What follows belongs to an exercise in optimizing a design on an open flow for small area, a short achievable clock period and few clock cycles per item; a production flow would make more cautious choices. The RTL was checked by simulation tests, not by an equivalence proof against the original design.

### design/flow/design.v
`default_nettype none
module jam_top (
	input  logic        clk,
	input  logic        rst_n,
	input  logic        in_valid,
	input  logic [6:0]  in_cost,
	output logic        out_valid,
	output logic [59:0] out_data    
);
	localparam logic [2:0] TAP = 3'd0;   
	logic        xv;
	logic [6:0]  x;
	logic [5:0]  k;         
	logic [55:0] A;         
	logic [6:0]  m;         
	logic        rdy;       
	logic [2:0]  r;         
	logic [55:0] rr;        
	always_ff @(posedge clk or negedge rst_n) begin
		if (!rst_n) begin
			xv  <= 1'b0;
			k   <= 6'd0;
			rdy <= 1'b0;
		end else begin
			xv  <= in_valid;
			rdy <= xv && (k[2:0] == 3'd7);
			if (xv)
				k <= k + 6'd1;
		end
	end
	always_ff @(posedge clk) begin
		x <= in_cost;
		if (xv) begin
			A <= {x, A[55:7]};
			m <= (k[2:0] == 3'd0 || x < m) ? x : m;
		end
	end
	assign r = k[5:3] - 3'd1;
	always_comb
		for (int c = 0; c < 8; c++)
			rr[c*7 +: 7] = A[c*7 +: 7] - m;
	logic [55:0] ring [7];
	logic [2:0]  ph;        
	logic        inj;
	assign inj = rdy && (r != 3'd7);
	always_ff @(posedge clk) begin
		ring[0] <= inj ? rr : ring[6];
		for (int i = 1; i < 7; i++)
			ring[i] <= ring[i-1];
	end
	always_ff @(posedge clk or negedge rst_n) begin
		if (!rst_n)
			ph <= 3'd0;
		else if ((inj && r == 3'd0) || ph == 3'd6)
			ph <= 3'd0;
		else
			ph <= ph + 3'd1;
	end
	logic [55:0] cmin;
	logic [63:0] z;         
	logic [7:0]  lt, le;
	logic [7:0]  roh;
	always_comb begin
		for (int c = 0; c < 8; c++) begin
			lt[c] = rdy && (r == 3'd0 || rr[c*7 +: 7] < cmin[c*7 +: 7]);
			le[c] = rdy && (r == 3'd0 || rr[c*7 +: 7] <= cmin[c*7 +: 7]);
		end
		for (int i = 0; i < 8; i++)
			roh[i] = (r == i[2:0]);
	end
	always_ff @(posedge clk) begin
		for (int c = 0; c < 8; c++) begin
			if (lt[c])
				cmin[c*7 +: 7] <= rr[c*7 +: 7];
			for (int i = 0; i < 8; i++)
				z[i*8+c] <= (z[i*8+c] && !lt[c]) || (roh[i] && le[c]);
		end
	end
	logic        pc;        
	logic        busy;      
	logic        done;      
	logic [3:0]  drawn;
	logic [31:0] rc, cc;    
	logic [31:0] rc_init, rc_n, cc_n;
	logic [7:0]  rsel, csel, rcand, ccand, hit;
	logic [3:0]  rmax, cmax;
	logic        take_col;
	logic [7:0]  zc, zr;    
	logic        all_clear;
	always_comb begin
		for (int i = 0; i < 8; i++) begin
			rc_init[i*4 +: 4] = 4'd0;
			for (int c = 0; c < 8; c++)
				rc_init[i*4 +: 4] = rc_init[i*4 +: 4] + {3'd0, z[i*8+c]};
		end
	end
	always_comb begin
		rcand = 8'hff;
		ccand = 8'hff;
		for (int b = 3; b >= 0; b--) begin
			for (int i = 0; i < 8; i++)
				hit[i] = rcand[i] && rc[i*4+b];
			rmax[b] = |hit;
			if (|hit)
				rcand = hit;
			for (int i = 0; i < 8; i++)
				hit[i] = ccand[i] && cc[i*4+b];
			cmax[b] = |hit;
			if (|hit)
				ccand = hit;
		end
		rsel = rcand & (~rcand + 8'd1);
		csel = ccand & (~ccand + 8'd1);
		take_col = (cmax > rmax);   
		for (int i = 0; i < 8; i++) begin
			zc[i] = |(z[i*8 +: 8] & csel);
			zr[i] = 1'b0;
			for (int j = 0; j < 8; j++)
				zr[i] = zr[i] | (z[j*8+i] & rsel[j]);
		end
	end
	always_comb begin
		all_clear = 1'b1;
		for (int i = 0; i < 8; i++) begin
			if (take_col) begin
				rc_n[i*4 +: 4] = rc[i*4 +: 4] - {3'd0, zc[i] && rc[i*4 +: 4] != 4'd0};
				cc_n[i*4 +: 4] = csel[i] ? 4'd0 : cc[i*4 +: 4];
				if (!(rc[i*4 +: 4] == 4'd0 || (rc[i*4 +: 4] == 4'd1 && zc[i])))
					all_clear = 1'b0;
			end else begin
				rc_n[i*4 +: 4] = rsel[i] ? 4'd0 : rc[i*4 +: 4];
				cc_n[i*4 +: 4] = cc[i*4 +: 4] - {3'd0, zr[i] && cc[i*4 +: 4] != 4'd0};
				if (!(rc[i*4 +: 4] == 4'd0 || rsel[i]))
					all_clear = 1'b0;
			end
		end
	end
	always_ff @(posedge clk) begin
		if (pc)
			rc <= rc_init;
		else if (busy)
			rc <= rc_n;
		for (int c = 0; c < 8; c++) begin
			if (lt[c])
				cc[c*4 +: 4] <= 4'd1;
			else if (le[c])
				cc[c*4 +: 4] <= cc[c*4 +: 4] + 4'd1;
			else if (busy)
				cc[c*4 +: 4] <= cc_n[c*4 +: 4];
		end
		if (pc)
			drawn <= 4'd0;
		else if (busy)
			drawn <= drawn + 4'd1;
	end
	logic       go;
	logic       fin;
	logic [2:0] beat;
	logic [55:0] sel, src, row_q;
	assign fin = done || (busy && all_clear);
	assign go  = fin && (ph == TAP);
	always_ff @(posedge clk or negedge rst_n) begin
		if (!rst_n) begin
			pc        <= 1'b0;
			busy      <= 1'b0;
			done      <= 1'b0;
			out_valid <= 1'b0;
			beat      <= 3'd0;
		end else begin
			pc   <= rdy && (r == 3'd7);
			busy <= pc || (busy && !all_clear);
			done <= fin && !go;
			if (go) begin
				out_valid <= 1'b1;
				beat      <= 3'd0;
			end else if (out_valid) begin
				beat <= beat + 3'd1;
				if (beat == 3'd7)
					out_valid <= 1'b0;
			end
		end
	end
	always_comb begin
		sel = (out_valid && beat == 3'd6) ? rr : ring[TAP];
		for (int c = 0; c < 8; c++)
			src[c*7 +: 7] = sel[c*7 +: 7] - cmin[c*7 +: 7];
	end
	always_ff @(posedge clk)
		row_q <= src;
	assign out_data = {row_q, drawn};
endmodule
`default_nettype wire
### design/flow/run.sh
#!/bin/bash
# synth_recipe.tcl (not shown) runs the flow's synth.tcl, then flattens the netlist and writes it again
# the make line also repeats each setting of config.mk as NAME=value (left out here)
make -C /OpenROAD-flow-scripts/flow DESIGN_CONFIG=/design/flow/config.mk WORK_HOME=/design/flow/orfs CLKGATE_MAP_FILE= SYNTH_SCRIPT=/design/flow/synth_recipe.tcl finish
### design/flow/config.mk
export PLATFORM = sky130hd
export DESIGN_NAME = jam_top
export DESIGN_NICKNAME = jam_top
export VERILOG_FILES = /design/flow/design.v
export SDC_FILE = /design/flow/constraint.sdc
export NUM_CORES = 4
export LEC_CHECK = 0
export CAP_MARGIN = 20
export CORE_MARGIN = 2
export CORE_UTILIZATION = 40
export SLEW_MARGIN = 20
### design/flow/constraint.sdc
create_clock -name core_clock -period 15.0 [get_ports {clk}]
set_input_delay 3.0000 -clock core_clock [delete_from_list [all_inputs] [get_ports {clk}]]
set_output_delay 3.0000 -clock core_clock [all_outputs]
set_load 0.01 [all_outputs]
==> out/metrics.yaml <==
clock_sinks: 724
initial_core_util_pct: 40.4
ys_types: 99
grt_overflow: 0
tightest_slew_ps: 1200
fin_crit_sh_pct: 50.5
drv_slew: 0
avgSynthCellArea_um2: 10.8
postCtsSetupBuffers: 0
final_nets: 3209
netlist_top_cells_count: "dfxtp_1, inv_1, ha_1, nand2_1, o21ai_0"
clkTransAtPathRegs_ps: 70
synth_edf_count: 151
dieArea_mm2: 0.0788
cp.required_ps: 15520
finalSetupViolations: 0
drv_cap: 0
crit_path_start_kind: "flop"
syn_inst: 2845
wire_per_inst_um: 20.1
fin_tns_setup_ps: 0
dr_total_vias: 21067
fp.dieH_um: 281
cts_buffer_depth: 3
dpl.hpwl_um: 59300
synthFlopType: "dfxtp_1"
rsz0062_at_grt: "no"
cts_buffers: 74
crit_type: "reg -> reg"
synth.cell_area_mm2: 0.0306
synth.ff_latch_count: 724
synthTopCellsByArea: "dfxtp_1, edfxtp_1, ha_1"
core_mm2: 0.0758
antenna_left: 0
port_buffers: 70
drt-initial-drc-count: 1592
hold_viol: 0
cts_tree: "built"
ctsHoldBuffers: 0
drc: 0
antenna_found_initial: 0
drive_gt1_share_pct: 6.84
slew_headroom_pct: 19.7
areaGrowthSynthToFinish_pct: 13.7
seq_area_frac_synth_pct: 52.5
holdWs_ps: 305
final.fill_count: 6936
htree_levels: 3
hp-class: "reg -> reg"
seq_area_mm2: 0.0161
cp_max_fo: 39
fin_worst_skew_ps: 43.6
grt_usage_pct: 20.1
rows: 101
gp_congestion: 0.962
min_period_ps: 7570
grt_pass1_wl_um: 122000
async_reset_ff_share_pct: 2.49
multi_input_comb_area_mm2: 0.0130
crit_arrival_ps: 8090
avgViaCountPerCell: 5.34
grt_pass1_vias: 20867
die_x_um: 281
io_pins: 71
crit_path_end_kind: "flop"
status: "complete, no violations"
clock-root-buffer: "clkbuf_16"
fmaxAchievable_mhz: 132
ys_warn_count: 2
grt_max_degree: 71
yosys.area.top_type_share_pct: 36.3
synth_nets: 3149
clkLatencyLatePin_ps: 640
synth_most_common_cell: "dfxtp_1"
yosysTopAreaCell: "dfxtp_1"
wl_um: 79200
cts_resized: 0
first_pass_iters: 5
cells in the final DEF, fill, tap and decap left out, drive strengths merged, types with 9 or more instances in the layout:
cell type and count:
a22o 20, nand2b 18, a211oi 32, a22oi 26, a2111oi 10, nor3 29
mux2 18, inv 299, dfrtp 18, fa 48, a21oi 149, edfxtp 151
xor2 53, a31oi 13, buf 18, o22ai 32, nand2 215, nor2b 36
clkdlybuf4s50 70, and2 11, xnor2 79, dfxtp 555, nand4 29, o211ai 14
o21a 9, a21o 81, clkinv 21, and3 11, clkbuf 105, o31ai 28
ha 246, o21ai 211, nand3 27, nor2 111, nor4 14, a221oi 22
o21bai 18
flip-flops by register name, indices dropped and copies added (netlist names), 3 cells and up:
register / cells
row_q: 56
cc: 32
A: 56
drawn: 4
m: 7
z: 64
cmin: 56
rc: 32
ph: 3
x: 7
k: 6
beat: 3
ring: 392
final cells by class:
class	count	share of cell area, %
flip-flops and latches	724	46.2
multi-input cells	1726	37.5
clock buffers	105	6.19
well taps	978	3.51
inverters	291	3.14
repair buffers	88	2.40
clock inverters	33	1.08
diodes	2	0.0144
path summary, 6_finish.rpt:
| kind | startpoint | endpoint | slack, ps | depth (start not counted) |
|---|---|---|---|---|
| max | rc[31]$_DFFE_PP_ | beat[1]$_DFFE_PN0P_ | 7430 | 25 |
| min | ring[3][13]$_DFF_P_ | ring[4][13]$_DFF_P_ | 310 | 0 |
| max reg2reg | rc[31]$_DFFE_PP_ | beat[1]$_DFFE_PN0P_ | 7430 | 25 |
| min reg2reg | ring[3][13]$_DFF_P_ | ring[4][13]$_DFF_P_ | 310 | 0 |
| max in group asynchronous | rst_n | pc$_DFF_PN0_ | 11630 | 1 |
| min in group asynchronous | rst_n | beat[2]$_DFFE_PN0P_ | 2820 | 1 |
critical path, cell delays in order, from the launching register on:
cell       delay [ps]
edfxtp_1          520
or4_1             610
nor2b_1           850
o21ai_0           250
a311oi_1          330
a211oi_1          100
nand3_2           180
inv_2             110
o211a_1           210
a2111o_1          340
nor2_1            330
inv_2             120
ha_1              200
nor2b_1           100
o21ai_0            80
nand2b_1           70
a21oi_1            90
a41o_1            370
buf_4             340
a2111oi_0         500
or3b_1            390
a21oi_1           160
o2111ai_1         180
a2111oi_4         510
nand3_2           200
o211a_1           270
through the flow:
| step | area [µm²] | setup WS, ps | util, % | std cells |
|---|---|---|---|---|
| final | 34800 | 7430 | 45.9 | 3947 |
| after global routing | 34800 | 6980 | 45.9 | 3945 |
| after CTS | 34800 | 7570 | 45.9 | 3945 |
| after detailed placement | 32300 | 7590 | 42.6 | 3807 |
| after global placement | 32300 | 7670 | 42.6 | 3807 |
| after floorplan | 30600 | 9570 | - | 2845 |
kinds of logic (layout without fill, tap and decap cells):
family                   Yosys count  count (layout)  share of synthesized area, %
other                              0               2                             0
XOR/XNOR                         132             132                          3.77
AO/OA/AOI/OAI                    736             736                          16.1
buffers and inverters            395             517                          5.02
multiplexers                      20              20                         0.727
flip-flops                       724             724                          52.5
adder cells (fa/ha/maj)          294             294                          13.2
AND/OR/NAND/NOR                  544             544                          8.65
layer usage:
metal	wire (µm)	track usage (%)	up-vias
met1	36700	27.2	10338
met4	2390	6.66	0
met3	3390	2.99	130
met5	0	0	-
met2	36800	32.8	519
li1	-	-	10080
Testbench counts, summed over its fixed seeds: cycles 15,919, matrices 192.

==> separate check: timing with driven ports <==
Ports are ideal in the flow. The routed layout listed here was re-timed in OpenROAD. Step 1 sets driving cells, clkbuf_16 on the clock port and buf_2 on the other inputs (assumed; they add their load-dependent delay and slew). Step 2 moves the port delays by t, midway between the first and last clock arrival at a register: inputs arrive t later, outputs are due t later. That takes back most of the time a late clock gives input paths. a / b / c = ideal ports / drivers / drivers and shift; a / b = the first two.
t (ns): 0.682
setup WS [ns]: 7.431 / 7.431 / 7.431
pins driven straight from the clock port: 1
After both steps this run still meets setup and hold. For this run, drivers alone change the setup slack by 0.000 ns; drivers and shift together by 0.000 ns.
